Source: an optimization exercise on an open RTL-to-GDS flow (aim: small area and a short achievable clock period). Production flows keep margins and buffers that such runs may drop.
In this exercise RTL edits were held to simulation tests only and were not proved equivalent to the original.
Power is estimated from default activity; no workload was simulated.

==> flow/design.v <==
module mem_responder #(
  parameter int DEPTH   = 64,
  parameter int LATENCY = 2
) (
  input  logic        clk,
  input  logic        reset,
  input  logic        req_valid,
  output logic        req_ready,
  input  logic        req_we,
  input  logic [31:0] req_addr,
  input  logic [31:0] req_wdata,
  output logic        resp_valid,
  input  logic        resp_ready,
  output logic [31:0] resp_rdata,
  output logic        resp_err
);
  localparam int AW = $clog2(DEPTH);
  logic          busy_q, wait_q, resp_q, wr_q;
  logic          we_q, err_q;
  logic [DEPTH-1:0] sel_q;
  logic [31:0]   wdata_q, rdata_q;
  logic [31:0]   mem [DEPTH];
  logic          idle, err_in;
  logic [DEPTH-1:0] sel_in, sel;
  logic [31:0]   rd;
  logic          no_rd;
  assign idle       = !busy_q;
  assign req_ready  = !busy_q & reset;
  assign resp_valid = resp_q;
  assign resp_rdata = rdata_q;
  assign resp_err   = err_q;
  assign no_rd  = we_q | err_q;   
  assign err_in = (req_addr[1:0] != 2'b00) || (req_addr[31:AW+2] != '0);
  always_comb begin
    for (int i = 0; i < DEPTH; i++) sel_in[i] = (req_addr[AW+1:2] == AW'(i));
  end
  always_ff @(posedge clk or negedge reset) begin
    if (!reset) begin
      busy_q <= 1'b0;
      wait_q <= 1'b0;
      resp_q <= 1'b0;
      wr_q   <= 1'b0;
    end else begin
      busy_q <= busy_q ? !(resp_q & resp_ready) : req_valid;
      wait_q <= !busy_q & req_valid;
      resp_q <= wait_q | (resp_q & !resp_ready);
      wr_q   <= !busy_q & req_valid & req_we & !err_in;
    end
  end
  always_ff @(posedge clk) begin
    if (idle) begin
      we_q  <= req_we;
      err_q <= err_in;
      sel_q <= sel_in;
    end
  end
  assign sel = sel_q;
  for (genvar b = 0; b < 32; b++) begin : g_bit
    logic [DEPTH-1:0] col;
    logic [7:0]       p;
    logic [3:0]       q;
    for (genvar i = 0; i < DEPTH; i++) begin : g_col
      assign col[i] = mem[i][b];
    end
    for (genvar k = 0; k < 8; k++) begin : g_g
      mem_responder_or8 u_grp (.d(col[8*k+:8]), .s(sel[8*k+:8]), .y(p[k]));
    end
    for (genvar k = 0; k < 4; k++) begin : g_n
      mem_responder_nor2 u_nor (.a(p[2*k+:2]), .y(q[k]));
    end
    mem_responder_aoi41 u_out (.a(q), .b(no_rd), .y(rd[b]));
  end
  always_ff @(posedge clk) begin
    if (idle)   wdata_q <= req_wdata;
    if (wait_q) rdata_q <= rd;
  end
  always_ff @(posedge clk) begin
    for (int i = 0; i < DEPTH; i++)
      if (wr_q & sel[i]) mem[i] <= wdata_q;
  end
endmodule
module mem_responder_or8 (
  input  logic [7:0] d,
  input  logic [7:0] s,
  output logic       y
);
  assign y = |(d & s);
endmodule
module mem_responder_aoi41 (
  input  logic [3:0] a,
  input  logic       b,
  output logic       y
);
  assign y = !((&a) | b);
endmodule
module mem_responder_nor2 (
  input  logic [1:0] a,
  output logic       y
);
  assign y = !(|a);
endmodule
==> flow/flow/run.sh <==
#!/bin/bash
# The standard layout (standard.sh, unchanged synthesis and steps) with two
# resizer settings changed: the port buffers are plain buf_2 cells instead of
# the delay cells buffer_ports picks by default, and gate sizing may change a
# cell's footprint (MATCH_CELL_FOOTPRINT=0). make's output goes to
# flow_make.log; each ORFS step keeps its own log under orfs/logs.
set -euo pipefail
export BUFFER_PORTS_ARGS="-buffer_cell sky130_fd_sc_hd__buf_2"
if ! bash standard.sh MATCH_CELL_FOOTPRINT=0 finish > flow_make.log 2>&1; then
  tail -50 flow_make.log
  exit 1
fi
tail -20 flow_make.log
==> flow/standard.sh <==
#!/bin/bash
# synth_recipe.tcl (not shown) runs the flow's synth.tcl, then flattens the netlist and writes it again
# the make line also repeats each setting of config.mk as NAME=value (left out here)
make -C /OpenROAD-flow-scripts/flow DESIGN_CONFIG=/design/flow/config.mk WORK_HOME=/design/flow/orfs CLKGATE_MAP_FILE= SYNTH_SCRIPT=/design/flow/synth_recipe.tcl "${@:-finish}"
==> flow/config.mk <==
export PLATFORM = sky130hd
export DESIGN_NAME = mem_responder
export DESIGN_NICKNAME = mem_responder
export VERILOG_FILES = /design/flow/design.v
export SDC_FILE = /design/flow/constraint.sdc
export NUM_CORES = 4
export LEC_CHECK = 0
export CAP_MARGIN = 20
export CORE_MARGIN = 2
export CORE_UTILIZATION = 60
export CTS_CLUSTER_DIAMETER = 80
export CTS_CLUSTER_SIZE = 24
export PLACE_DENSITY = 0.7
export SETUP_SLACK_MARGIN = 2.6
export SLEW_MARGIN = 20
export SYNTH_HIERARCHICAL = 1
==> flow/constraint.sdc <==
create_clock -name core_clock -period 5.0 [get_ports {clk}]
set_input_delay 1.0000 -clock core_clock [delete_from_list [all_inputs] [get_ports {clk}]]
set_output_delay 1.0000 -clock core_clock [all_outputs]
set_load 0.01 [all_outputs]
==> impl_metrics.json, run 1 <==
{
  "outcome": "no timing/DRC/antenna violations",
  "post-route-min-period_ps": 2650,
  "timing.setup.tns_ps": 0,
  "ys_ff_latch": 2182,
  "cts_tree": "done",
  "slew_headroom_pct": 18.0,
  "hold_class": "primary input to asynchronous set/reset pin",
  "avgSynthCellArea_sq_um": 20.1,
  "synthesis.area_sq_um": 76700,
  "p_per_area_nw_per_um2": 379,
  "fill_cells": 8265,
  "dp.final_hpwl_um": 118000,
  "synth_cell_types": 20,
  "cts.path.max_buffers": 3,
  "ff2ff_path_depth": 5,
  "clock_skew_ps": 39.2,
  "finalSetupViolCount": 0,
  "max_freq_mhz": 377,
  "grt_setup_unrepaired": "yes",
  "die_area_sq_um": 131000,
  "yosysSeqAreaShare_pct": 85.4,
  "startpoint_type": "register",
  "period_share_pct": 53.0,
  "nets": 4271,
  "yosys_warnings": 8,
  "dr.pass1.iters": 6,
  "area_growth_pct": 9.61,
  "numPlacedInstances": 5677,
  "crit_chain": "buf_2",
  "drive_gt1_share_pct": 13.2,
  "report.final.slew_viol_count": 0,
  "crit_type": "register to output port",
  "numPortBuffers": 103,
  "die_w_um": 362,
  "wl_um": 207000,
  "ant_nets": 0,
  "synthesis.instances": 3810,
  "core_sq_um": 127000,
  "layout_common_cells": "edfxtp_1 (2,178), a22oi_1 (1,024), nand4_1 (258)",
  "slowest_stage": "edfxtp_1",
  "cp_max_fo": 1,
  "reg2reg_slack_ps": 2440,
  "pin_count": 104,
  "start_util_pct": 60.3,
  "p_leak_nw": 25.9,
  "crit_required_ps": 4000,
  "path_clk_slew_ps": 100,
  "clock_sinks": 2182,
  "r2r_start": "sel_q[16]",
  "fp-row-count": 131,
  "mostFrequentLayoutCell": "edfxtp_1",
  "tightest_slew_ps": 1230,
  "vias": 41800,
  "place_congestion": 0.927,
  "grt_antenna_before_repair": 17,
  "cp-end-kind": "output port",
  "wire_per_inst_um": 35.1,
  "grt_pass1_wl_um": 289000,
  "crit_buf_inv": 1,
  "viasPerCell": 7.08,
  "overflow": 0,
  "r2r_end": "rdata_q[2]",
  "maxCapViolCount": 0,
  "ir_worst_vdd_mv": 0.337,
  "clk_latency_ps": 750,
  "cpPeakStageDelay_ps": 680,
  "first_iter_violations": 7093,
  "grt_max_degree": 65,
  "arrival_ps": 1650,
  "die_h_um": 362,
  "hold_violations": 0,
  "final_cells": 5901,
  "htreeDepth": 3,
  "synth_nets": 3879,
  "critPathTopFamily": "flip-flops",
  "cts_root_buf": "clkbuf_16",
  "cts_made_buffers": 102,
  "grt_pass1_vias": 38700,
  "grtUsageTotal_pct": 31.5,
  "drc": 0
}
==> cell type report <==
type	instances	area, sq um	area share (%)
Antenna cell	5	12.5	0.0149
Timing Repair Buffer	301	2190	2.60
Clock buffer	127	2740	3.26
Inverter	2	11.3	0.0134
Sequential cell	2182	65500	77.9
Tap cell	1662	2080	2.47
Clock inverter	9	87.6	0.104
Timing Repair inverter	1	7.51	0.00893
Multi-Input combinational cell	1612	11500	13.6
==> synth_stat cells <==
cell	count	share of area, %
a21o_1	1	0.0098
a22oi_1	1024	10
a31oi_1	1	0.0082
a41oi_2	32	0.68
and2_1	64	0.52
buf_2	1	0.0065
clkbuf_1	13	0.064
dfrtp_1	4	0.13
edfxtp_1	2178	85
inv_1	2	0.0098
nand2_1	12	0.059
nand2b_1	2	0.016
nand3_1	6	0.039
nand4_1	258	2.1
nor2_1	196	0.96
nor2b_1	6	0.049
nor4_1	6	0.049
or2_2	2	0.016
or3_1	1	0.0082
or4_4	1	0.015
==> routing by layer <==
metal / GRT usage [%] / share of wire, % / vias up
met4: 9.06 / 3.0 / 8
met2: 47.4 / 46 / 2951
met3: 8.26 / 14 / 282
met5: 0 / 0.024 / -
li1: - / - / 17200
met1: 46.3 / 37 / 21300
==> cell families after synthesis <==
| family | count (synthesis) | synth area share [%] |
|---|---|---|
| buffers and inverters | 16 | 0.0799 |
| flip-flops | 2182 | 85.4 |
| AND/OR/NAND/NOR | 554 | 3.84 |
| AO/OA/AOI/OAI | 1058 | 10.7 |
==> worst max-delay path by stage <==
stage | slack (ps) | end | startpoint | depth (start not counted)
after floorplan | 2740 | err_q | busy_q | 1
after global placement | 1690 | wr_q | req_valid | 4
after detailed placement | 2070 | rdata_q[2] | sel_q[18] | 5
after CTS | 2350 | resp_rdata[2] | rdata_q[2] | 1
after global routing | 2320 | resp_rdata[25] | rdata_q[25] | 1
final | 2350 | resp_rdata[2] | rdata_q[2] | 1
==> Yosys stat by module (local to each module, per instance) <==
module	cell area [sq um]	times used
mem_responder_aoi41	16.3	32
mem_responder	66400	1
mem_responder_or8	36.3	256
mem_responder_nor2	3.75	128
==> through the flow <==
step	hold WS [ps]	cell area (sq um)	setup slack, ps	utilization (%)	total power, W
after global placement	463	80200	1690	63.0	0.0228
final	35.9	84100	2350	66.1	0.0318
after global routing	18.6	84100	2320	66.1	0.0326
after CTS	28.7	83700	2350	65.8	0.0318
after floorplan	513	76700	2740	-	0.0218
after detailed placement	492	80200	2070	63.1	0.0228
==> report_power, final <==
part	switching, W	internal, W
Sequential	0.000170	0.0204
Combinational	0.00156	0.000498
Clock	0.00535	0.00389
Total	0.00708	0.0248
==> registers in the layout, summed over array words and instances, names as in the netlist <==
signal / cells
busy_q: 1
err_q: 1
mem: 2048
rdata_q: 32
resp_q: 1
sel_q: 64
wait_q: 1
wdata_q: 32
we_q: 1
wr_q: 1
==> what timing repair did <==
| action | CTS | global route |
|---|---|---|
| buffers inserted | 42 | 40 |
| hold buffers | 0 | 0 |
| gates cloned | 1 | 0 |
| resized for setup | 98 | 20 |
| setup endpoints to repair | 1146 | 116 |
==> run 2, diff against run 1 <==
--- a/flow/design.v
+++ b/flow/design.v
@@ -48,11 +48,12 @@
     end
   end
   always_ff @(posedge clk) begin
-    if (idle) begin
-      we_q  <= req_we;
-      err_q <= err_in;
-      sel_q <= sel_in;
-    end
+    if (idle) err_q <= err_in;
+  end
+  always_ff @(posedge clk) begin
+    we_q    <= req_we;
+    sel_q   <= sel_in;
+    wdata_q <= req_wdata;
   end
   assign sel = sel_q;
   for (genvar b = 0; b < 32; b++) begin : g_bit
@@ -71,7 +72,6 @@
     mem_responder_aoi41 u_out (.a(q), .b(no_rd), .y(rd[b]));
   end
   always_ff @(posedge clk) begin
-    if (idle)   wdata_q <= req_wdata;
     if (wait_q) rdata_q <= rd;
   end
   always_ff @(posedge clk) begin
==> impl_metrics.json, run 2 <==
{
  "period_share_pct": 53.6,
  "cp_max_fo": 1,
  "yosys_warnings": 8,
  "cp-end-kind": "output port",
  "largest_register": "mem",
  "cts_root_buf": "clkbuf_16",
  "synth-edff-count": 2081,
  "ys_ff_latch": 2182,
  "hold_violations": 0,
  "arrival_ps": 1680,
  "ys_async_sr_fraction_pct": 0.183,
  "yosysSeqAreaShare_pct": 85.2,
  "first_iter_violations": 7004,
  "reg_top3": "mem: 2048 flops, sel_q: 64 flops",
  "p_sw_w": 0.00617,
  "p_sw_share_pct": 20.3,
  "wl_um": 198000,
  "clock_skew_ps": 27.7,
  "synthAdderAreaFrac_pct": 0,
  "post-place-ws_ps": 2190,
  "viasPerCell": 6.99,
  "grt_setup_unrepaired": "yes",
  "yosys.area.top_type": "edfxtp_1",
  "reg2reg_slack_ps": 2560,
  "clock_sinks": 2182,
  "ir_worst_vdd_mv": 0.435,
  "tightest_slew_ps": 1030,
  "synthSimpleGateAreaFrac_pct": 3.88,
  "synth-compound-area-share_pct": 10.9,
  "hold_class": "primary input to asynchronous set/reset pin",
  "die_w_um": 359,
  "startpoint_type": "register",
  "crit_buf_inv": 1,
  "nets": 4170,
  "layout_setup_ws_ps": 2320,
  "die_area_sq_um": 129000,
  "dr.pass1.iters": 5,
  "largest_reg_flops": 2048,
  "critPathTopFamily": "flip-flops",
  "clk_latency_ps": 760,
  "p_per_area_nw_per_um2": 368,
  "pwr-share-comb_pct": 2.6,
  "p_int_w": 0.0242,
  "cts_tree": "done",
  "fp-row-count": 130,
  "crit_required_ps": 4000,
  "synthesis.instances": 3810,
  "ff2ff_path_depth": 5,
  "cts.path.max_buffers": 3,
  "outcome": "no timing/DRC/antenna violations",
  "timing.setup.tns_ps": 0,
  "stdcell_area_sq_um": 82500,
  "report.final.slew_viol_count": 0,
  "finalSetupViolCount": 0,
  "ant_nets": 0,
  "grt_antenna_before_repair": 8,
  "grt_pass1_wl_um": 282000,
  "area_growth_pct": 8.84,
  "pin_count": 104,
  "grtUsageTotal_pct": 30.6,
  "r2r_start": "sel_q[20]",
  "post-route-min-period_ps": 2680,
  "synth_cell_types": 21,
  "slew_headroom_pct": 31.6,
  "synth_top_family_by_area": "compound AO/OA/AOI/OAI gates",
  "start_util_pct": 60.4,
  "die_h_um": 359,
  "place_congestion": 0.847,
  "yosys-top-cells-count": "edfxtp_1 (2,081), a22oi_1 (1,024), nand4_1 (258)",
  "drc": 0,
  "synth_nets": 3879,
  "grt_pass1_vias": 38200,
  "yosysMostFrequentCell": "edfxtp_1",
  "power_frac_seq_pct": 66.2,
  "synthesis.area_sq_um": 75800,
  "grt_max_degree": 65,
  "wire_per_inst_um": 33.9,
  "synth_top_area_share_pct": 82.5,
  "htreeDepth": 3,
  "path_clk_slew_ps": 90,
  "slowest_stage": "edfxtp_1",
  "placed_cell_area_sq_um": 79100,
  "crit_type": "register to output port",
  "synth-xor-area-share_pct": 0,
  "crit_chain": "buf_2",
  "core_sq_um": 125000,
  "drive_gt1_share_pct": 11.9,
  "dp.final_hpwl_um": 116000,
  "max_freq_mhz": 373,
  "cts_made_buffers": 102,
  "p_leak_nw": 24.6,
  "synthMuxAreaShare_pct": 0,
  "r2r_end": "rdata_q[26]",
  "cpPeakStageDelay_ps": 690,
  "mostFrequentLayoutCell": "edfxtp_1",
  "maxCapViolCount": 0,
  "layout_common_cells": "edfxtp_1 (2,081), a22oi_1 (1,024), nand4_1 (258)",
  "overflow": 0,
  "synthFlopType": "edfxtp_1",
  "vias": 40800,
  "clkPwrFrac_pct": 31.1,
  "numPortBuffers": 103,
  "synth_area_leaders": "edfxtp_1 (82%), a22oi_1 (10%), dfxtp_1 (2.6%)",
  "avgSynthCellArea_sq_um": 19.9
}
run 2: power groups by stage:
| stage | sequential [W] | combinational (W) | clock, W |
|---|---|---|---|
| after global placement | 0.0205 | 0.000744 | 0 |
| after CTS | 0.0201 | 0.000777 | 0.00949 |
| after detailed placement | 0.0205 | 0.000760 | 0 |
| final | 0.0201 | 0.000803 | 0.00945 |
| after global routing | 0.0201 | 0.000830 | 0.0101 |
| after floorplan | 0.0206 | 0.000152 | 0 |
run 2: kinds of logic (layout without fill, tap and decap cells):
family	Yosys count	in the layout
AO/OA/AOI/OAI	1058	1058
other	0	5
flip-flops	2182	2182
AND/OR/NAND/NOR	554	554
buffers and inverters	16	393
run 2: worst max-delay path by stage:
stage	end	slack (ps)	cells past startpoint	start
floorplan	req_ready	2800	1	reset
global placement	rdata_q[20]	2080	5	sel_q[43]
detailed placement	rdata_q[20]	2190	5	sel_q[40]
CTS	resp_rdata[20]	2270	1	rdata_q[20]
global route	resp_rdata[7]	2270	1	rdata_q[7]
finish	resp_rdata[7]	2320	1	rdata_q[7]
run 2: Yosys stat by module (local to each module, per instance):
module,flops+latches,copies in the design
mem_responder_nor2,0,128
mem_responder_aoi41,0,32
mem_responder_or8,0,256
mem_responder,2182,1
run 2: worst reg2reg max path: stages, from the launching register on:
cell and delay, ps:
dfxtp_1 610, buf_4 350, a22oi_1 180, nand4_1 320, nor2_2 520, a41oi_2 170
run 2: stage by stage:
| step | cells | util, % | hold WS (ps) | total power [W] |
|---|---|---|---|---|
| 2_1_floorplan | 3810 | - | 481 | 0.0208 |
| 3_3_place_gp | 5643 | 63.1 | 477 | 0.0213 |
| 3_5_place_dp | 5644 | 63.1 | 493 | 0.0213 |
| 4_1_cts | 5836 | 65.7 | 5.39 | 0.0304 |
| 5_1_grt | 5837 | 65.7 | 7.43 | 0.0311 |
| 6_report | 5842 | 65.8 | 42.0 | 0.0304 |
run 2: what timing repair did:
action	CTS	global route
hold buffers	0	0
setup endpoints to repair	153	638
buffers inserted	2	1
resized for setup	60	25
pin swaps	0	1
run 2: final cells by class:
cell class | count | area, sq um
well taps | 1650 | 2060
inverters | 2 | 7.51
flip-flops and latches | 2182 | 64600
multi-input cells | 1612 | 11400
diodes | 5 | 12.5
clock buffers | 185 | 2960
fillers | 8132 | 43000
repair buffers | 201 | 1330
clock inverters | 5 | 47.5
run 2: layer usage:
metal	part of all wire, %	track usage [%]
met1	39	46.7
met2	45	44.7
met3	13	7.98
met4	2.8	7.69
met5	0.013	0
==> run 3, diff against run 2 <==
==> flow/flow/run.sh (replaced) <==
#!/bin/bash
# The standard layout (standard.sh, unchanged synthesis and steps) with a
# few resizer/placement settings changed:
#  - the port buffers are plain buf_2 cells instead of the delay cells that
#    buffer_ports picks by default;
#  - gate sizing may change a cell's footprint (MATCH_CELL_FOOTPRINT=0);
#  - after the placement-stage repair_design, each output port's buffer is
#    moved next to the cell driving it (flow/outbuf.tcl), so the buffer drives
#    the long wire to the pin; detailed placement then legalizes it.
# make's output goes to flow_make.log; each ORFS step keeps its own log under
# orfs/logs.
set -euo pipefail
here=$(pwd)
export BUFFER_PORTS_ARGS="-buffer_cell sky130_fd_sc_hd__buf_2"
export POST_RESIZE_TCL="$here/flow/outbuf.tcl"
if ! bash standard.sh MATCH_CELL_FOOTPRINT=0 finish > flow_make.log 2>&1; then
  tail -50 flow_make.log
  exit 1
fi
tail -20 flow_make.log
==> flow/flow/outbuf.tcl (new file) <==
# Move each output port's buffer next to the cell that drives it, so the
# buffer (which timing repair can upsize) drives the long wire to the pin
# instead of the weak driving cell. Detailed placement legalizes afterwards.
set block [ord::get_db_block]
set moved 0
foreach bterm [$block getBTerms] {
  if {[$bterm getIoType] != "OUTPUT"} { continue }
  set net [$bterm getNet]
  if {$net == "NULL"} { continue }
  foreach iterm [$net getITerms] {
    if {![$iterm isOutputSignal]} { continue }
    set buf [$iterm getInst]
    foreach it2 [$buf getITerms] {
      if {![$it2 isInputSignal]} { continue }
      set n2 [$it2 getNet]
      if {$n2 == "NULL"} { continue }
      foreach it3 [$n2 getITerms] {
        if {![$it3 isOutputSignal]} { continue }
        set loc [[$it3 getInst] getLocation]
        $buf setLocation [lindex $loc 0] [lindex $loc 1]
        incr moved
      }
    }
  }
}
puts "outbuf: moved $moved output buffers next to their drivers"
==> impl_metrics.json, run 3 <==
{
  "outcome": "no timing/DRC/antenna violations",
  "viasPerCell": 6.99,
  "fill_cells": 8186,
  "p_sw_w": 0.00622,
  "final_cells": 5844,
  "cts_root_buf": "clkbuf_16",
  "endpoint": "rdata_q[24]",
  "cpPeakStageDelay_ps": 740,
  "pwr-share-comb_pct": 2.7,
  "wl_met2_um": 90200,
  "wire_per_inst_um": 34.1,
  "cp_max_fo": 21,
  "hold_class": "primary input to asynchronous set/reset pin",
  "tightest_slew_ps": 1020,
  "report.final.slew_viol_count": 0,
  "die_w_um": 359,
  "synthesis.area_sq_um": 75800,
  "period_share_pct": 49.8,
  "numPlacedInstances": 5644,
  "p_per_area_nw_per_um2": 370,
  "ff2ff_path_depth": 4,
  "grt_setup_unrepaired": "yes",
  "crit_buf_inv": 0,
  "r2r_start": "sel_q[22]",
  "drive_gt1_share_pct": 11.8,
  "maxCapViolCount": 0,
  "dr.pass1.iters": 5,
  "die_area_sq_um": 129000,
  "fp-row-count": 130,
  "grt_max_degree": 65,
  "ys_ff_latch": 2182,
  "crit_required_ps": 5440,
  "pin_count": 104,
  "p_leak_nw": 24.6,
  "htreeDepth": 3,
  "grtUsageTotal_pct": 30.7,
  "synthFlopType": "edfxtp_1",
  "crit_type": "register to register",
  "ant_nets": 0,
  "clock_skew_ps": 42.1,
  "grt_antenna_before_repair": 6,
  "synthesis.instances": 3810,
  "wl_um": 199000,
  "start_util_pct": 60.4,
  "p_sw_share_pct": 20.4,
  "highest_layer": "met5",
  "yosys_warnings": 8,
  "yosysSeqAreaShare_pct": 85.2,
  "crit_chain": "a22oi_1, nand4_1, nor2_1, a41oi_2",
  "synth_cell_types": 21,
  "die_h_um": 359,
  "cp.depth": 4,
  "critPathTopFamily": "simple AND/OR/NAND/NOR gates",
  "numPortBuffers": 103,
  "vias": 40800,
  "synth_nets": 3879,
  "core_sq_um": 125000,
  "met3_length_um": 25900,
  "layout_setup_ws_ps": 2510,
  "clock_sinks": 2182,
  "power_frac_seq_pct": 65.9,
  "crit_start": "sel_q[22]",
  "drc": 0,
  "yosys-top-cells-count": "edfxtp_1 (2,081), a22oi_1 (1,024), nand4_1 (258)",
  "dp.final_hpwl_um": 117000,
  "first_iter_violations": 6867,
  "arrival_ps": 2930,
  "hold_violations": 0,
  "post-place-ws_ps": 2190,
  "final_core_util_pct": 65.7,
  "max_freq_mhz": 401,
  "clkPwrFrac_pct": 31.4,
  "yosys.area.top_type": "edfxtp_1",
  "cts.path.max_buffers": 3,
  "timing.setup.tns_ps": 0,
  "cts_made_buffers": 102,
  "cts_tree": "done",
  "p_int_w": 0.0243,
  "r2r_end": "rdata_q[24]",
  "largest_register": "mem",
  "area_growth_pct": 8.82,
  "hold_buffers": 0,
  "ir_worst_vdd_mv": 0.346,
  "slowest_stage": "nor2_1",
  "slew_headroom_pct": 32.0,
  "path_clk_slew_ps": 100,
  "clk_latency_ps": 760,
  "yosysMostFrequentCell": "edfxtp_1",
  "ys_async_sr_fraction_pct": 0.183,
  "overflow": 0,
  "synth_top_area_share_pct": 82.5,
  "avgSynthCellArea_sq_um": 19.9,
  "multi_input_area_sq_um": 11400,
  "mostFrequentLayoutCell": "edfxtp_1",
  "post-route-min-period_ps": 2490,
  "place_congestion": 0.847,
  "seq_area_sq_um": 64600,
  "synth-edff-count": 2081,
  "reg_top3": "mem: 2048 flops, sel_q: 64 flops",
  "grt_pass1_wl_um": 283000,
  "met1_length_um": 78000,
  "grt_pass1_vias": 38000,
  "synth_area_leaders": "edfxtp_1 (82%), a22oi_1 (10%), dfxtp_1 (2.6%)",
  "largest_reg_flops": 2048,
  "finalSetupViolCount": 0,
  "reg2reg_slack_ps": 2510,
  "layout_common_cells": "edfxtp_1 (2,081), a22oi_1 (1,024), nand4_1 (258)",
  "cp-end-kind": "register",
  "nets": 4169,
  "startpoint_type": "register"
}
==> run 3: worst min-delay path by stage <==
| stage | to | slack (ps) | cells after the start |
|---|---|---|---|
| after global placement | busy_q | 480 | 1 |
| after global routing | busy_q | 9 | 1 |
| final | busy_q | 40 | 1 |
| after CTS | wait_q | 4 | 1 |
| after detailed placement | busy_q | 490 | 1 |
| after floorplan | wait_q | 480 | 1 |
==> run 3: per-stage QoR <==
| step | hold WS [ps] | instance area [sq um] | power (W) |
|---|---|---|---|
| after floorplan | 481 | 75800 | 0.0208 |
| final | 40.0 | 82400 | 0.0305 |
| after global routing | 8.54 | 82400 | 0.0311 |
| after detailed placement | 486 | 79100 | 0.0213 |
| after CTS | 3.60 | 82300 | 0.0305 |
| after global placement | 477 | 79100 | 0.0213 |
==> run 3: cells by family (layout without fill, tap and decap cells) <==
group                  Yosys count  after routing  synth area share (%)
buffers and inverters           16            395                0.0809
DFF                           2182           2182                  85.2
and+or+nand+nor                554            554                  3.88
other                            0              5                     0
AOI/OAI and AO/OA             1058           1058                  10.9
==> run 3: final cells by class <==
class / count / share of cell area (%)
multi-input combinational: 1612 / 13.8
antenna: 5 / 0.0152
timing repair buffer: 200 / 1.55
tap: 1650 / 2.50
inverter: 2 / 0.00911
clock inverter: 10 / 0.175
clock buffer: 183 / 3.55
sequential: 2182 / 78.4
==> run 3: Yosys stat by module, one instance, submodules excluded <==
module,cells inside,times used,flops+latches
mem_responder,2370,1,2182
mem_responder_or8,5,256,0
mem_responder_aoi41,1,32,0
mem_responder_nor2,1,128,0
==> run 3: routing by layer <==
layer	GRT usage, %	vias to the layer above
li1	-	16900
met3	7.03	237
met1	47.1	21100
met5	0	-
met2	45.4	2581
met4	7.36	2
==> run 3: repair_timing <==
action,CTS,global route
pin swaps,0,1
gates resized for setup,43,30
setup endpoints to repair,170,983
cloned,0,0
buffers inserted,1,1
==> run 3: power by group through the flow <==
| stage | clock network [W] | registers [W] | logic [W] |
|---|---|---|---|
| final | 0.00958 | 0.0201 | 0.000819 |
| after global placement | 0 | 0.0205 | 0.000744 |
| after CTS | 0.00961 | 0.0201 | 0.000788 |
| after floorplan | 0 | 0.0206 | 0.000152 |
| after global routing | 0.0102 | 0.0201 | 0.000839 |
| after detailed placement | 0 | 0.0205 | 0.000778 |
==> run 4, diff against run 3 <==
--- a/flow/config.mk
+++ b/flow/config.mk
@@ -11,6 +11,6 @@
 export CTS_CLUSTER_DIAMETER = 80
 export CTS_CLUSTER_SIZE = 24
 export PLACE_DENSITY = 0.7
-export SETUP_SLACK_MARGIN = 2.6
+export SETUP_SLACK_MARGIN = 2.75
 export SLEW_MARGIN = 20
 export SYNTH_HIERARCHICAL = 1
==> impl_metrics.json, run 4 <==
{
  "outcome": "no timing/DRC/antenna violations",
  "grt_setup_unrepaired": "yes",
  "grt_max_degree": 65,
  "timing.setup.tns_ps": 0,
  "clock_sinks": 2182,
  "maxCapViolCount": 0,
  "p_per_area_nw_per_um2": 368,
  "drc": 0,
  "viasPerCell": 6.97,
  "final_core_util_pct": 66.0,
  "path_clk_slew_ps": 90,
  "crit_type": "primary input to output port",
  "largest_register": "mem",
  "max_freq_mhz": 418,
  "crit_required_ps": 4000,
  "synthFlopType": "edfxtp_1",
  "synth-edff-count": 2081,
  "placed_cell_area_sq_um": 79100,
  "largest_reg_flops": 2048,
  "reg_top3": "mem: 2048 flops, sel_q: 64 flops",
  "crit_chain": "buf_4, nor2b_1, buf_2",
  "fill_cells": 8129,
  "avgSynthCellArea_sq_um": 19.9,
  "nets": 4171,
  "yosys.area.top_type": "edfxtp_1",
  "cpPeakStageDelay_ps": 130,
  "p_leak_nw": 24.7,
  "slowest_stage": "buf_4",
  "area_growth_pct": 9.30,
  "die_area_sq_um": 129000,
  "vias": 40700,
  "period_share_pct": 47.8,
  "dp.final_hpwl_um": 117000,
  "arrival_ps": 1390,
  "htreeDepth": 3,
  "wl_um": 199000,
  "ant_nets": 0,
  "mostFrequentLayoutCell": "edfxtp_1",
  "start_util_pct": 60.4,
  "yosysMostFrequentCell": "edfxtp_1",
  "grt_antenna_before_repair": 7,
  "first_iter_violations": 6718,
  "place_congestion": 0.847,
  "cp_max_fo": 5,
  "yosys_warnings": 8,
  "synth_area_leaders": "edfxtp_1 (82%), a22oi_1 (10%), dfxtp_1 (2.6%)",
  "fp-row-count": 130,
  "pin_count": 104,
  "hold_violations": 0,
  "startpoint_type": "primary input",
  "final_cells": 5844,
  "dr.pass1.iters": 6,
  "grt_pass1_wl_um": 283000,
  "synth_cell_types": 21,
  "synth_top_area_share_pct": 82.5,
  "grtUsageTotal_pct": 30.7,
  "drive_gt1_share_pct": 12.5,
  "overflow": 0,
  "post-route-min-period_ps": 2390,
  "stdcell_area_sq_um": 82800,
  "wire_per_inst_um": 34.1,
  "clk_latency_ps": 760,
  "die_h_um": 359,
  "cts.path.max_buffers": 3,
  "synthesis.instances": 3810,
  "die_w_um": 359,
  "cts_tree": "done",
  "layout_common_cells": "edfxtp_1 (2,081), a22oi_1 (1,023), nand4_1 (258)",
  "cts_made_buffers": 102,
  "cp-end-kind": "output port",
  "report.final.slew_viol_count": 0,
  "yosys-top-cells-count": "edfxtp_1 (2,081), a22oi_1 (1,024), nand4_1 (258)",
  "hold_buffers": 0,
  "ys_ff_latch": 2182,
  "hold_class": "primary input to asynchronous set/reset pin",
  "ys_async_sr_fraction_pct": 0.183,
  "cts_root_buf": "clkbuf_16",
  "clock_skew_ps": 40.8,
  "yosysSeqAreaShare_pct": 85.2,
  "p_total_w": 0.0305,
  "numPlacedInstances": 5644,
  "finalSetupViolCount": 0,
  "grt_pass1_vias": 38100,
  "ir_worst_vdd_mv": 0.339,
  "slew_headroom_pct": 32.1,
  "numPortBuffers": 103,
  "core_sq_um": 125000,
  "synthesis.area_sq_um": 75800,
  "tightest_slew_ps": 1020,
  "synth_nets": 3879
}
run 4: changes by cell type in the layout (fill, tap and decap cells not counted), sizes merged:
cell,before,now
diode,5,3
clkbuf,185,183
buf,198,202
run 4: where the power goes:
| group | switching [W] | leakage [nW] | internal (W) | total, W |
|---|---|---|---|---|
| registers | 0.0000996 | 19.6 | 0.0200 | 0.0201 |
| logic | 0.000687 | 3.69 | 0.000159 | 0.000846 |
| clock network | 0.00543 | 1.46 | 0.00413 | 0.00956 |
| total | 0.00622 | 24.7 | 0.0243 | 0.0305 |
run 4: cells by family after synthesis:
group / after synthesis / synth area share (%)
AO/OA/AOI/OAI: 1058 / 10.9
buffers and inverters: 16 / 0.0809
flip-flops: 2182 / 85.2
AND/OR/NAND/NOR: 554 / 3.88
run 4: path summary, 6_finish.rpt:
path	slack, ps	to	depth (start not counted)	start
hold reg to reg	580	wait_q	2	busy_q
setup reg to reg	2680	rdata_q[29]	5	sel_q[40]
min in group core_clock	350	wdata_q[0]	1	req_wdata[0]
hold / removal	40	busy_q	1	reset
setup / recovery	2610	req_ready	3	reset
max in group asynchronous	4840	wait_q	1	reset
run 4: layout make-up:
type                    count  area [sq um]  area share, %
flip-flops and latches   2182         64600           78.0
multi-input cells        1612         11600           14.0
clock buffers             183          2930           3.54
well taps                1650          2060           2.49
repair buffers            202          1440           1.74
clock inverters            10           144          0.174
inverters                   2          7.51        0.00907
diodes                      3          7.51        0.00907
run 4: per-layer routing:
layer | GRT usage [%] | vias up | routed length [um]
met5 | 0 | - | 59
met4 | 7.71 | 10 | 5580
met3 | 7.81 | 260 | 26700
met2 | 45.3 | 2541 | 90100
met1 | 46.5 | 21000 | 76900
li1 | - | 16900 | -
run 4: modules after synthesis, one instance, submodules excluded:
module	times used	flip-flops and latches	cell area, sq um	cells inside
mem_responder_aoi41	32	0	16.3	1
mem_responder	1	2182	65500	2370
mem_responder_nor2	128	0	3.75	1
mem_responder_or8	256	0	36.3	5
run 4: stage by stage:
stage               hold slack, ps  setup WS, ps
floorplan                      481          2800
global placement               477          2080
detailed placement             486          2190
CTS                           3.60          2590
global route                  8.47          2530
finish                        43.5          2610
run 4: repair_timing:
action                      CTS  global route
pin swaps                     3            10
setup buffers                 3             1
resized for setup           154            55
setup endpoints to repair  1433           433
run 4: critical path: cells and delay by family:
family / cells / cell delay (ps)
buf+inv: 2 / 260
simple gates: 1 / 130
==> run 5, diff against run 4 <==
--- a/flow/config.mk
+++ b/flow/config.mk
@@ -8,9 +8,10 @@
 export CAP_MARGIN = 20
 export CORE_MARGIN = 2
 export CORE_UTILIZATION = 60
-export CTS_CLUSTER_DIAMETER = 80
-export CTS_CLUSTER_SIZE = 24
+export CTS_BUF_LIST = sky130_fd_sc_hd__clkbuf_8
+export CTS_CLUSTER_DIAMETER = 60
+export CTS_CLUSTER_SIZE = 16
 export PLACE_DENSITY = 0.7
-export SETUP_SLACK_MARGIN = 2.75
+export SETUP_SLACK_MARGIN = 2.6
 export SLEW_MARGIN = 20
 export SYNTH_HIERARCHICAL = 1
==> impl_metrics.json, run 5 <==
{
  "synth-edff-count": 2081,
  "clock_sinks": 2182,
  "max_freq_mhz": 393,
  "grt_antenna_before_repair": 10,
  "die_w_um": 359,
  "clock_skew_ps": 37.9,
  "p_per_area_nw_per_um2": 359,
  "crit_required_ps": 4000,
  "largest_reg_flops": 2048,
  "overflow": 0,
  "hold_violations": 0,
  "timing.setup.tns_ps": 0,
  "yosysSeqAreaShare_pct": 85.2,
  "path_clk_slew_ps": 100,
  "synthFlopType": "edfxtp_1",
  "area_growth_pct": 8.68,
  "grt_setup_unrepaired": "yes",
  "viasPerCell": 6.92,
  "synthesis.area_sq_um": 75800,
  "core_sq_um": 125000,
  "mostFrequentLayoutCell": "edfxtp_1",
  "pwr-share-comb_pct": 2.8,
  "wire_per_inst_um": 33.8,
  "p_sw_w": 0.00624,
  "seq_area_sq_um": 64600,
  "synth_nets": 3879,
  "met1_length_um": 78000,
  "fp-row-count": 130,
  "cts_made_buffers": 157,
  "reg_top3": "mem: 2048 flops, sel_q: 64 flops",
  "synth_top_area_share_pct": 82.5,
  "pin_count": 104,
  "grt_pass1_vias": 38400,
  "drive_gt1_share_pct": 13.3,
  "ant_nets": 0,
  "first_iter_violations": 6574,
  "avgSynthCellArea_sq_um": 19.9,
  "die_area_sq_um": 129000,
  "start_util_pct": 60.4,
  "cts_root_buf": "clkbuf_8",
  "vias": 40900,
  "yosysMostFrequentCell": "edfxtp_1",
  "p_int_w": 0.0233,
  "p_sw_share_pct": 21.1,
  "crit_type": "register to output port",
  "fill_cells": 8196,
  "startpoint_type": "register",
  "layout_common_cells": "edfxtp_1 (2,081), a22oi_1 (1,024), nand4_1 (258)",
  "post-route-min-period_ps": 2550,
  "nets": 4227,
  "yosys-top-cells-count": "edfxtp_1 (2,081), a22oi_1 (1,024), nand4_1 (258)",
  "met3_length_um": 26700,
  "period_share_pct": 50.9,
  "ys_async_sr_fraction_pct": 0.183,
  "grt_max_degree": 65,
  "ys_ff_latch": 2182,
  "outcome": "no timing/DRC/antenna violations",
  "cts_tree": "done",
  "clkPwrFrac_pct": 29.2,
  "largest_register": "mem",
  "grtUsageTotal_pct": 30.9,
  "tightest_slew_ps": 1010,
  "p_leak_nw": 24.8,
  "drc": 0,
  "maxCapViolCount": 0,
  "numPortBuffers": 103,
  "synthesis.instances": 3810,
  "highest_layer": "met5",
  "hold_class": "primary input to register",
  "synth_area_leaders": "edfxtp_1 (82%), a22oi_1 (10%), dfxtp_1 (2.6%)",
  "cp-end-kind": "output port",
  "ir_worst_vdd_mv": 0.299,
  "dp.final_hpwl_um": 117000,
  "dr.pass1.iters": 6,
  "multi_input_area_sq_um": 11500,
  "cp_max_fo": 2,
  "arrival_ps": 1550,
  "yosys.area.top_type": "edfxtp_1",
  "die_h_um": 359,
  "htreeDepth": 4,
  "synth_cell_types": 21,
  "clk_latency_ps": 920,
  "finalSetupViolCount": 0,
  "grt_pass1_wl_um": 284000,
  "power_frac_seq_pct": 68.0,
  "slew_headroom_pct": 32.7,
  "wl_met2_um": 89800,
  "yosys_warnings": 8,
  "cts.path.max_buffers": 3,
  "final_core_util_pct": 65.7,
  "place_congestion": 0.847,
  "report.final.slew_viol_count": 0,
  "wl_um": 200000
}
run 5: cell counts after synthesis:
Identical to the previous run, type by type.
run 5: critical path, stage by stage (launching register included):
cell,delay (ps)
dfrtp_1,390
nor2b_1,120
buf_2,140
run 5: logic make-up (layout without fill, tap and decap cells):
family | after synthesis | count (layout) | share of synthesized area [%]
flops | 2182 | 2182 | 85.2
buf+inv | 16 | 463 | 0.0809
compound gates | 1058 | 1058 | 10.9
simple gates | 554 | 554 | 3.88
other cells | 0 | 7 | 0
run 5: worst paths after layout:
kind                                    start     endpoint  slack (ps)  cells after the start
worst min-delay path            req_wdata[13]  wdata_q[13]         180                      1
min in group asynchronous               reset       resp_q         460                      2
worst min register to register         busy_q       wait_q         570                      2
worst max-delay path                   busy_q    req_ready        2450                      2
max in group asynchronous               reset       wait_q        4340                      2
worst max register to register      sel_q[11]  rdata_q[23]        2510                      5
run 5: per-module statistics from Yosys, one instance, submodules excluded:
module / area, sq um / cells inside / flops+latches
mem_responder: 65500 / 2370 / 2182
mem_responder_nor2: 3.75 / 1 / 0
mem_responder_or8: 36.3 / 5 / 0
mem_responder_aoi41: 16.3 / 1 / 0
run 5: repair_timing:
item | in CTS | in global routing
buffers inserted | 3 | 1
pin swaps | 0 | 1
endpoints found under the setup margin | 197 | 908
hold buffers | 1 | 0
resized for setup | 119 | 40
endpoints found under the hold margin | 4 | 0
run 5: final cells by class:
class / count / share of cell area, %
clock inverter: 92 / 0.544
timing repair buffer: 203 / 1.76
tap: 1650 / 2.51
inverter: 2 / 0.00912
clock buffer: 166 / 2.77
antenna: 7 / 0.0213
sequential: 2182 / 78.5
multi-input combinational: 1612 / 13.9
run 5: stage by stage:
stage,cells,total power [W],cell area [sq um],hold WS [ps],setup slack [ps]
finish,5914,0.0296,82300,182,2450
global route,5911,0.0303,82300,127,2330
detailed placement,5644,0.0213,79100,486,2190
floorplan,3810,0.0208,75800,481,2800
global placement,5643,0.0213,79100,477,2080
CTS,5906,0.0296,82200,111,2380
run 5: power groups by stage:
stage               clock network [W]  logic [W]  registers [W]
finish                        0.00864   0.000835         0.0201
global placement                    0   0.000744         0.0205
CTS                           0.00872   0.000804         0.0201
detailed placement                  0   0.000778         0.0205
floorplan                           0   0.000152         0.0206
global route                  0.00935   0.000858         0.0201
run 5: per-layer routing:
layer	up-vias	GRT usage, %
li1	17000	-
met1	21100	47.0
met2	2559	45.1
met3	263	8.20
met4	4	8.09
met5	-	0
==> run 6, diff against run 5 <==
--- a/flow/design.v
+++ b/flow/design.v
@@ -23,13 +23,13 @@
   logic          idle, err_in;
   logic [DEPTH-1:0] sel_in, sel;
   logic [31:0]   rd;
-  logic          no_rd;
+  logic          rd_ok;
   assign idle       = !busy_q;
   assign req_ready  = !busy_q & reset;
   assign resp_valid = resp_q;
   assign resp_rdata = rdata_q;
   assign resp_err   = err_q;
-  assign no_rd  = we_q | err_q;   
+  assign rd_ok  = !(we_q | err_q);   
   assign err_in = (req_addr[1:0] != 2'b00) || (req_addr[31:AW+2] != '0);
   always_comb begin
     for (int i = 0; i < DEPTH; i++) sel_in[i] = (req_addr[AW+1:2] == AW'(i));
@@ -67,9 +67,9 @@
       mem_responder_or8 u_grp (.d(col[8*k+:8]), .s(sel[8*k+:8]), .y(p[k]));
     end
     for (genvar k = 0; k < 4; k++) begin : g_n
-      mem_responder_nor2 u_nor (.a(p[2*k+:2]), .y(q[k]));
+      mem_responder_or2 u_or (.a(p[2*k+:2]), .y(q[k]));
     end
-    mem_responder_aoi41 u_out (.a(q), .b(no_rd), .y(rd[b]));
+    mem_responder_oa41 u_out (.a(q), .b(rd_ok), .y(rd[b]));
   end
   always_ff @(posedge clk) begin
     if (wait_q) rdata_q <= rd;
@@ -86,16 +86,16 @@
 );
   assign y = |(d & s);
 endmodule
-module mem_responder_aoi41 (
+module mem_responder_oa41 (
   input  logic [3:0] a,
   input  logic       b,
   output logic       y
 );
-  assign y = !((&a) | b);
+  assign y = (|a) & b;
 endmodule
-module mem_responder_nor2 (
+module mem_responder_or2 (
   input  logic [1:0] a,
   output logic       y
 );
-  assign y = !(|a);
+  assign y = |a;
 endmodule
--- a/flow/config.mk
+++ b/flow/config.mk
@@ -8,9 +8,8 @@
 export CAP_MARGIN = 20
 export CORE_MARGIN = 2
 export CORE_UTILIZATION = 60
-export CTS_BUF_LIST = sky130_fd_sc_hd__clkbuf_8
-export CTS_CLUSTER_DIAMETER = 60
-export CTS_CLUSTER_SIZE = 16
+export CTS_CLUSTER_DIAMETER = 80
+export CTS_CLUSTER_SIZE = 24
 export PLACE_DENSITY = 0.7
 export SETUP_SLACK_MARGIN = 2.6
 export SLEW_MARGIN = 20
==> impl_metrics.json, run 6 <==
{
  "core_sq_um": 126000,
  "period_share_pct": 47.8,
  "arrival_ps": 1390,
  "synth_cell_types": 22,
  "final_cells": 5850,
  "die_h_um": 360,
  "fill_cells": 8329,
  "crit_type": "primary input to output port",
  "hold_class": "primary input to asynchronous set/reset pin",
  "yosysSeqAreaShare_pct": 85.0,
  "yosysMostFrequentCell": "edfxtp_1",
  "p_leak_nw": 25.1,
  "crit_buf_inv": 2,
  "cts_root_buf": "clkbuf_16",
  "wl_um": 200000,
  "die_w_um": 360,
  "ys_async_sr_fraction_pct": 0.183,
  "ys_ff_latch": 2182,
  "area_growth_pct": 8.80,
  "synthFlopType": "edfxtp_1",
  "largest_register": "mem",
  "hold_violations": 0,
  "yosys.area.top_type": "edfxtp_1",
  "crit_chain": "buf_4, nor2b_1, buf_2",
  "ant_nets": 0,
  "synthesis.instances": 3810,
  "grt_max_degree": 65,
  "start_util_pct": 60.5,
  "pin_count": 104,
  "placed_cell_area_sq_um": 79300,
  "cts_tree": "done",
  "cpPeakStageDelay_ps": 130,
  "clk_latency_ps": 740,
  "max_freq_mhz": 419,
  "ir_worst_vdd_mv": 0.370,
  "viasPerCell": 7.00,
  "first_iter_violations": 6674,
  "maxCapViolCount": 0,
  "synthesis.area_sq_um": 75900,
  "drive_gt1_share_pct": 10.6,
  "drc": 0,
  "avgSynthCellArea_sq_um": 19.9,
  "timing.setup.tns_ps": 0,
  "die_area_sq_um": 129000,
  "stdcell_area_sq_um": 82600,
  "yosys_warnings": 8,
  "slowest_stage": "buf_4",
  "reg_top3": "mem: 2048 flops, sel_q: 64 flops",
  "clock_skew_ps": 32.6,
  "slew_headroom_pct": 21.4,
  "report.final.slew_viol_count": 0,
  "synth_nets": 3879,
  "synth_top_area_share_pct": 82.3,
  "grtUsageTotal_pct": 30.6,
  "grt_pass1_vias": 38200,
  "cp-end-kind": "output port",
  "outcome": "no timing/DRC/antenna violations",
  "startpoint_type": "primary input",
  "numPlacedInstances": 5649,
  "grt_setup_unrepaired": "yes",
  "p_per_area_nw_per_um2": 371,
  "place_congestion": 0.890,
  "largest_reg_flops": 2048,
  "cp_max_fo": 5,
  "dp.final_hpwl_um": 114000,
  "path_clk_slew_ps": 90,
  "clock_sinks": 2182,
  "critPathTopFamily": "buffers and inverters",
  "post-route-min-period_ps": 2390,
  "fp-row-count": 130,
  "overflow": 0,
  "numPortBuffers": 103,
  "dr.pass1.iters": 6,
  "nets": 4175,
  "hold_buffers": 0,
  "cts_made_buffers": 103,
  "grt_pass1_wl_um": 282000,
  "grt_antenna_before_repair": 13,
  "vias": 41000,
  "synth_area_leaders": "edfxtp_1 (82%), a22oi_1 (10%), dfxtp_1 (2.6%)",
  "crit_required_ps": 4000,
  "synth-edff-count": 2081,
  "yosys-top-cells-count": "edfxtp_1 (2,081), a22oi_1 (1,024), nand4_1 (258)",
  "cts.path.max_buffers": 3,
  "mostFrequentLayoutCell": "edfxtp_1",
  "htreeDepth": 3,
  "tightest_slew_ps": 1180,
  "layout_common_cells": "edfxtp_1 (2,081), a22oi_1 (1,023), nand4_1 (258)",
  "finalSetupViolCount": 0,
  "wire_per_inst_um": 34.2
}
## run 6: worst register-to-register path, cell delays in order, from the launching register on
cell and delay, ps:
dfxtp_1 560, buf_4 350, a22oi_1 230, nand4_1 240, or2_1 400, o41a_1 400
## run 6: repair_timing
item | in CTS | in global routing
resized for setup | 10 | 45
setup endpoints to repair | 1034 | 1124
setup buffers | 2 | 0
gates cloned | 0 | 0
## run 6: final cells by class
cell class	count	area [sq um]	share of cell area, %
multi-input combinational	1612	11500	13.9
tap	1650	2060	2.50
timing repair buffer	205	1290	1.56
sequential	2182	64600	78.2
clock buffer	183	3000	3.64
antenna	4	10.0	0.0121
clock inverter	12	163	0.197
inverter	2	7.51	0.00909
## run 6: logic make-up (layout without fill, tap and decap cells)
family	count (synthesis)	after routing	share of synthesized area [%]
AO/OA/AOI/OAI	1058	1058	10.6
buffers and inverters	16	402	0.0808
flip-flops	2182	2182	85.0
other	0	4	0
AND/OR/NAND/NOR	554	554	4.30
## run 6: worst paths after layout
kind	cells after the start	end	slack [ps]	from
setup / recovery	3	req_ready	2610	reset
hold / removal	1	wait_q	50	reset
setup reg to reg	5	rdata_q[6]	2610	sel_q[59]
hold reg to reg	1	busy_q	510	resp_q
max in group asynchronous	1	wr_q	4840	reset
min in group core_clock	1	wdata_q[8]	360	req_wdata[8]
## run 6: modules after synthesis (local to each module, per instance)
| module | copies in the design | area [sq um] | flip-flops and latches |
|---|---|---|---|
| mem_responder_or2 | 128 | 6.26 | 0 |
| mem_responder | 1 | 65500 | 2182 |
| mem_responder_oa41 | 32 | 11.3 | 0 |
| mem_responder_or8 | 256 | 36.3 | 0 |
## run 6: metal layers
layer	up-vias	share of wire (%)	global-route usage, %
li1	16900	-	-
met1	21100	39	44.9
met2	2594	46	47.1
met3	297	11	5.58
met4	6	3.7	10.7
met5	-	0.016	0
## run 6: where the power goes
group | total (W) | internal [W] | switching, W
Clock | 0.00973 | 0.00424 | 0.00549
Combinational | 0.000831 | 0.000151 | 0.000680
Sequential | 0.0201 | 0.0200 | 0.0000574
Total | 0.0306 | 0.0244 | 0.00623
## run 6: per-stage QoR
step,total power (W),setup WS (ps),hold WS [ps],utilization [%]
after global placement,0.0213,2400,462,63.2
final,0.0306,2610,48.0,65.8
after floorplan,0.0207,2800,481,-
after CTS,0.0306,2310,26.4,65.7
after global routing,0.0313,2570,41.7,65.8
after detailed placement,0.0213,2320,499,63.2
==> run 7, diff against run 6 <==
--- a/flow/config.mk
+++ b/flow/config.mk
@@ -11,6 +11,6 @@
 export CTS_CLUSTER_DIAMETER = 80
 export CTS_CLUSTER_SIZE = 24
 export PLACE_DENSITY = 0.7
-export SETUP_SLACK_MARGIN = 2.6
+export SETUP_SLACK_MARGIN = 2.75
 export SLEW_MARGIN = 20
 export SYNTH_HIERARCHICAL = 1
==> impl_metrics.json, run 7 <==
{
  "report.final.slew_viol_count": 0,
  "crit_buf_inv": 1,
  "avgSynthCellArea_sq_um": 19.9,
  "overflow": 0,
  "first_iter_violations": 6645,
  "layout_common_cells": "edfxtp_1 (2,081), a22oi_1 (1,018), nand4_1 (258)",
  "p_total_w": 0.0306,
  "wl_um": 201000,
  "period_share_pct": 47.3,
  "cts_tree": "done",
  "p_per_area_nw_per_um2": 369,
  "wire_per_inst_um": 34.3,
  "post-route-min-period_ps": 2370,
  "ys_ff_latch": 2182,
  "cp_max_fo": 2,
  "use_met1_pct": 44.6,
  "placed_cell_area_sq_um": 79300,
  "post-place-ws_ps": 2320,
  "yosysSeqAreaShare_pct": 85.0,
  "slew_headroom_pct": 21.0,
  "fill_cells": 8273,
  "reg_top3": "mem: 2048 flops, sel_q: 64 flops",
  "mostFrequentLayoutCell": "edfxtp_1",
  "start_util_pct": 60.5,
  "ant_nets": 0,
  "largest_reg_flops": 2048,
  "use_met3_pct": 6.27,
  "synth-xor-area-share_pct": 0,
  "synthesis.instances": 3810,
  "p_sw_share_pct": 20.3,
  "grt_antenna_before_repair": 15,
  "ir_worst_vdd_mv": 0.371,
  "nets": 4180,
  "synthMuxAreaShare_pct": 0,
  "ys_async_sr_fraction_pct": 0.183,
  "synthFlopType": "edfxtp_1",
  "met2_usage_pct": 47.1,
  "cts_made_buffers": 103,
  "maxCapViolCount": 0,
  "grt_max_degree": 65,
  "p_sw_w": 0.00622,
  "tightest_slew_ps": 1180,
  "p_leak_nw": 25.2,
  "r2r_end": "rdata_q[5]",
  "clkPwrFrac_pct": 31.7,
  "pin_count": 104,
  "pwr-share-comb_pct": 2.8,
  "synth_area_leaders": "edfxtp_1 (82%), a22oi_1 (10%), dfxtp_1 (2.6%)",
  "clk_latency_ps": 740,
  "htreeDepth": 3,
  "ff2ff_path_depth": 5,
  "synth_nets": 3879,
  "startpoint_type": "register",
  "synthSimpleGateAreaFrac_pct": 4.30,
  "dp.final_hpwl_um": 114000,
  "yosys.area.top_type": "edfxtp_1",
  "crit_chain": "nor2b_1, buf_2",
  "synth_top_family_by_area": "compound AO/OA/AOI/OAI gates",
  "outcome": "no timing/DRC/antenna violations",
  "viasPerCell": 7.02,
  "fp-row-count": 130,
  "grt_setup_unrepaired": "yes",
  "clock_sinks": 2182,
  "r2r_start": "sel_q[15]",
  "crit_type": "register to output port",
  "synth_cell_types": 22,
  "largest_register": "mem",
  "grt_pass1_wl_um": 283000,
  "yosysMostFrequentCell": "edfxtp_1",
  "core_sq_um": 126000,
  "critPathTopFamily": "flip-flops",
  "synth-compound-area-share_pct": 10.6,
  "drc": 0,
  "vias": 41100,
  "grt_most_used_layer": "met2",
  "hold_class": "primary input to asynchronous set/reset pin",
  "synth_top_area_share_pct": 82.3,
  "cp-end-kind": "output port",
  "synthesis.area_sq_um": 75900,
  "layout_setup_ws_ps": 2630,
  "hold_buffers": 0,
  "reg2reg_slack_ps": 2730,
  "die_area_sq_um": 129000,
  "drive_gt1_share_pct": 11.7,
  "area_growth_pct": 9.28,
  "max_freq_mhz": 423,
  "place_congestion": 0.890,
  "cts.path.max_buffers": 3,
  "timing.setup.tns_ps": 0,
  "hold_violations": 0,
  "finalSetupViolCount": 0,
  "die_h_um": 360,
  "synthAdderAreaFrac_pct": 0,
  "p_int_w": 0.0244,
  "cpPeakStageDelay_ps": 400,
  "numPlacedInstances": 5649,
  "grtUsageTotal_pct": 30.7,
  "die_w_um": 360,
  "numPortBuffers": 103,
  "stdcell_area_sq_um": 83000,
  "yosys_warnings": 8,
  "clock_skew_ps": 34.0,
  "final_cells": 5856,
  "synth-edff-count": 2081,
  "power_frac_seq_pct": 65.5,
  "dr.pass1.iters": 6,
  "crit_required_ps": 4000,
  "slowest_stage": "dfrtp_1",
  "cts_root_buf": "clkbuf_16",
  "yosys-top-cells-count": "edfxtp_1 (2,081), a22oi_1 (1,024), nand4_1 (258)",
  "grt_pass1_vias": 38400,
  "path_clk_slew_ps": 90,
  "arrival_ps": 1370
}
==> run 7: cell count changes in the layout (fill, tap and decap cells not counted), moves of 5 or more <==
cell     change
buf_6       +37
a22oi_2      +5
dfxtp_2      +5
or2_1       -31
buf_4       -10
dfxtp_1      -9
buf_2       -23
a22oi_1      -5
or2_4       +32
==> run 7: final cells by class <==
cell class	count	area, sq um	share of cell area, %
Inverter	2	7.51	0.00905
Timing Repair Buffer	207	1500	1.81
Antenna cell	5	12.5	0.0151
Multi-Input combinational cell	1615	11600	14.0
Clock buffer	183	3000	3.62
Clock inverter	12	163	0.196
Tap cell	1650	2060	2.49
Sequential cell	2182	64600	77.9
==> run 7: timing repair <==
action | CTS | global route
pin swaps | 7 | 9
endpoints found under the setup margin | 1332 | 91
resized for setup | 158 | 30
buffers inserted | 3 | 1
gates cloned | 3 | 0
hold endpoints to repair | 0 | 0
==> run 7: logic make-up after synthesis <==
| group | Yosys count |
|---|---|
| buf+inv | 16 |
| flops | 2182 |
| compound gates | 1058 |
| simple gates | 554 |
==> run 7: power groups by stage <==
stage,sequential [W],combinational [W],clock (W)
6_report,0.0201,0.000863,0.00972
4_1_cts,0.0201,0.000839,0.00977
5_1_grt,0.0201,0.000882,0.0104
3_3_place_gp,0.0205,0.000766,0
3_5_place_dp,0.0205,0.000808,0
2_1_floorplan,0.0206,0.000150,0
==> run 7: stage by stage <==
step	hold slack, ps	utilization, %
floorplan	481	-
global route	21.2	66.1
global placement	462	63.2
CTS	6.93	66.0
detailed placement	499	63.2
finish	29.5	66.1
==> run 7: worst register-to-register path, delay by kind of cell, from the launching register on <==
| kind | cells | cell delay (ps) |
|---|---|---|
| AO/OA/AOI/OAI | 2 | 750 |
| AND/OR/NAND/NOR | 2 | 660 |
| flip-flops | 1 | 320 |
| buffers and inverters | 1 | 270 |
==> run 7: per-layer routing <==
metal  up-vias  wire, um
met2      2616     92300
met1     21200     76800
met4        14      8170
met5         -        88
met3       359     23200
li1      17000         -
==> run 7: how the worst max path moves through the flow <==
stage	cells after the start	endpoint	start	slack, ps
after floorplan	1	req_ready	reset	2800
after global placement	2	mem[51][0]	wr_q	2400
after detailed placement	2	mem[20][23]	wr_q	2320
after CTS	2	req_ready	busy_q	2620
after global routing	2	req_ready	busy_q	2570
final	2	req_ready	busy_q	2630
==> run 7: per-module statistics from Yosys, one instance, submodules excluded <==
| module | flops+latches | area, sq um | copies in the design | cells inside |
|---|---|---|---|---|
| mem_responder_oa41 | 0 | 11.3 | 32 | 1 |
| mem_responder | 2182 | 65500 | 1 | 2370 |
| mem_responder_or8 | 0 | 36.3 | 256 | 5 |
| mem_responder_or2 | 0 | 6.26 | 128 | 1 |
==> run 8, diff against run 7 <==
--- a/flow/config.mk
+++ b/flow/config.mk
@@ -8,8 +8,9 @@
 export CAP_MARGIN = 20
 export CORE_MARGIN = 2
 export CORE_UTILIZATION = 60
-export CTS_CLUSTER_DIAMETER = 80
-export CTS_CLUSTER_SIZE = 24
+export CTS_BUF_LIST = sky130_fd_sc_hd__clkbuf_8
+export CTS_CLUSTER_DIAMETER = 60
+export CTS_CLUSTER_SIZE = 16
 export PLACE_DENSITY = 0.7
 export SETUP_SLACK_MARGIN = 2.75
 export SLEW_MARGIN = 20
==> impl_metrics.json, run 8 <==
{
  "maxCapViolCount": 0,
  "grtUsageTotal_pct": 31.0,
  "yosysMostFrequentCell": "edfxtp_1",
  "p_leak_nw": 25.5,
  "largest_reg_flops": 2048,
  "die_w_um": 360,
  "nets": 4239,
  "place_congestion": 0.890,
  "grt_pass1_wl_um": 284000,
  "ys_ff_latch": 2182,
  "die_area_sq_um": 129000,
  "mostFrequentLayoutCell": "edfxtp_1",
  "cpPeakStageDelay_ps": 400,
  "yosys-top-cells-count": "edfxtp_1 (2,081), a22oi_1 (1,024), nand4_1 (258)",
  "startpoint_type": "register",
  "slowest_stage": "dfrtp_1",
  "synthFlopType": "edfxtp_1",
  "clock_sinks": 2182,
  "grt_antenna_before_repair": 17,
  "die_h_um": 360,
  "yosysSeqAreaShare_pct": 85.0,
  "overflow": 0,
  "hold_slack_ps": 171,
  "path_clk_slew_ps": 100,
  "report.final.slew_viol_count": 0,
  "vias": 41100,
  "crit_type": "register to output port",
  "avgSynthCellArea_sq_um": 19.9,
  "largest_register": "mem",
  "cts_tree": "done",
  "drc": 0,
  "max_freq_mhz": 393,
  "slew_headroom_pct": 32.5,
  "dr.pass1.iters": 6,
  "synthesis.area_sq_um": 75900,
  "pin_count": 104,
  "dp.final_hpwl_um": 114000,
  "cp_max_fo": 2,
  "start_util_pct": 60.5,
  "arrival_ps": 1550,
  "layout_common_cells": "edfxtp_1 (2,081), a22oi_1 (1,015), nand4_1 (258)",
  "cts_root_buf": "clkbuf_8",
  "ys_async_sr_fraction_pct": 0.183,
  "post-route-min-period_ps": 2550,
  "ant_nets": 0,
  "synth_area_leaders": "edfxtp_1 (82%), a22oi_1 (10%), dfxtp_1 (2.6%)",
  "synth_nets": 3879,
  "synth-edff-count": 2081,
  "p_per_area_nw_per_um2": 360,
  "grt_max_degree": 65,
  "drive_gt1_share_pct": 13.1,
  "cts.path.max_buffers": 3,
  "area_growth_pct": 8.95,
  "cp-end-kind": "output port",
  "clk_latency_ps": 930,
  "clock_skew_ps": 34.1,
  "grt_setup_unrepaired": "yes",
  "grt_pass1_vias": 38800,
  "hold_class": "primary input to register",
  "synthesis.instances": 3810,
  "fill_cells": 8307,
  "numPlacedInstances": 5649,
  "first_iter_violations": 6097,
  "synth_top_area_share_pct": 82.3,
  "core_sq_um": 126000,
  "htreeDepth": 4,
  "crit_chain": "nor2b_1, buf_2",
  "wire_per_inst_um": 33.8,
  "synth_cell_types": 22,
  "reg_top3": "mem: 2048 flops, sel_q: 64 flops",
  "yosys.area.top_type": "edfxtp_1",
  "hold_violations": 0,
  "yosys_warnings": 8,
  "viasPerCell": 6.91,
  "numPortBuffers": 103,
  "period_share_pct": 50.9,
  "ir_worst_vdd_mv": 0.303,
  "fp-row-count": 130,
  "wl_um": 201000,
  "crit_required_ps": 4000,
  "ff2ff_path_depth": 5,
  "finalSetupViolCount": 0,
  "hold_path_depth": 1,
  "outcome": "no timing/DRC/antenna violations",
  "final_cells": 5946,
  "timing.setup.tns_ps": 0,
  "cts_made_buffers": 160,
  "tightest_slew_ps": 1010
}
[run 8: cell counts after synthesis]
Identical to the previous run, type by type.
[run 8: final timing paths]
check,slack [ps],startpoint,to
hold / removal,170,req_wdata[27],wdata_q[27]
hold reg to reg,580,resp_q,busy_q
max in group asynchronous,4360,reset,wr_q
min in group asynchronous,450,reset,wait_q
setup reg to reg,2700,sel_q[11],rdata_q[28]
setup / recovery,2450,busy_q,req_ready
[run 8: repair_timing]
action                                  in CTS  in global routing
cloned                                       4                  0
endpoints found under the setup margin    1312                 58
resized for setup                          152                 33
hold endpoints to repair                     4                  0
pin swaps                                    5                 14
setup buffers                                3                  0
hold buffers                                 1                  0
[run 8: cells by family after synthesis]
| family | count (synthesis) | synth area share (%) |
|---|---|---|
| AO/OA/AOI/OAI | 1058 | 10.6 |
| buffers and inverters | 16 | 0.0808 |
| flip-flops | 2182 | 85.0 |
| AND/OR/NAND/NOR | 554 | 4.30 |
[run 8: area by class of cell]
class / count / area, sq um / share of cell area, %
sequential: 2182 / 64600 / 78.1
multi-input combinational: 1616 / 11600 / 14.0
clock buffer: 171 / 2350 / 2.85
tap: 1650 / 2060 / 2.50
timing repair buffer: 208 / 1510 / 1.82
clock inverter: 110 / 523 / 0.632
antenna: 7 / 17.5 / 0.0212
inverter: 2 / 7.51 / 0.00908
[run 8: stage by stage]
step	power [W]	instance area [sq um]	setup slack, ps	util (%)
after floorplan	0.0207	75900	2800	-
after global placement	0.0213	79300	2400	63.2
after detailed placement	0.0213	79300	2320	63.2
after CTS	0.0298	82600	2390	65.7
after global routing	0.0305	82700	2360	65.9
final	0.0298	82700	2450	65.9
[run 8: routing by layer]
layer  track usage, %  share of wire, %  wire length [um]  vias up
li1                 -                 -                 -    17100
met1             44.1                38             75900    21100
met2             47.9                47             93700     2566
met3             7.24                12             24000      373
met4             10.5               3.6              7210       16
met5                0             0.047                95        -
[run 8: modules after synthesis, one instance, submodules excluded]
module | area [sq um] | cells | flip-flops and latches
mem_responder | 65500 | 2370 | 2182
mem_responder_or8 | 36.3 | 5 | 0
mem_responder_oa41 | 11.3 | 1 | 0
mem_responder_or2 | 6.26 | 1 | 0
[run 8: power by group]
group | internal, W | switching (W)
clock network | 0.00326 | 0.00557
registers | 0.0200 | 0.0000598
logic | 0.000181 | 0.000681
[run 8: critical path, delay by kind of cell, from the launching register on]
family	cells	cell delay (ps)
buf+inv	1	140
flops	1	400
simple gates	1	100

==> separate check: timing with driven ports <==
How much do the figures lean on ideal ports? The routed layouts below were timed once more, with nothing changed but the port constraints.
Step 1 assumes that a clkbuf_16 drives the clock port and a buf_2 every other input.
Step 2 moves the port delays by t, midway between the first and last clock arrival at a register: inputs arrive t later, outputs are due t later. That takes back most of the time a late clock gives input paths.
a / b / c = ideal / step 1 / step 2; a / b = the first two.
| run | t, ns | slack for setup (ns) | hold WS [ns] | worst setup path after step 2 | latest minus earliest clock arrival (ns) | pins driven straight from the clock port |
|---|---|---|---|---|---|---|
| run 1 | 0.811 | 2.350 / 2.268 / 2.337 | 0.036 / -0.004 / 0.523 | input to register | 0.040 / 0.040 | 1 |
| run 2 | 0.827 | 2.322 / 2.241 / 2.474 | 0.042 / -0.014 / 0.506 | input to register | 0.028 / 0.028 | 1 |
| run 3 | 0.814 | 2.508 / 2.508 / 2.508 | 0.040 / -0.008 / 0.514 | register to register | 0.044 / 0.044 | 1 |
| run 4 | 0.812 | 2.610 / 2.552 / 2.537 | 0.044 / -0.003 / 0.576 | input to register | 0.043 / 0.043 | 1 |
| run 5 | 0.978 | 2.454 / 2.377 / 2.511 | 0.182 / 0.127 / 0.572 | register to register | 0.039 / 0.038 | 1 |
| run 6 | 0.800 | 2.611 / 2.536 / 2.508 | 0.048 / -0.005 / 0.508 | input to register | 0.036 / 0.036 | 1 |
| run 7 | 0.801 | 2.633 / 2.557 / 2.482 | 0.030 / -0.009 / 0.577 | input to register | 0.037 / 0.037 | 1 |
| run 8 | 0.983 | 2.454 / 2.380 / 2.495 | 0.171 / 0.120 / 0.578 | input to register | 0.036 / 0.036 | 1 |
After both steps setup and hold are still met in every run listed. The setup slack of run 7, which loses most, moves by -0.076 ns with the drivers and by -0.151 ns with both steps.
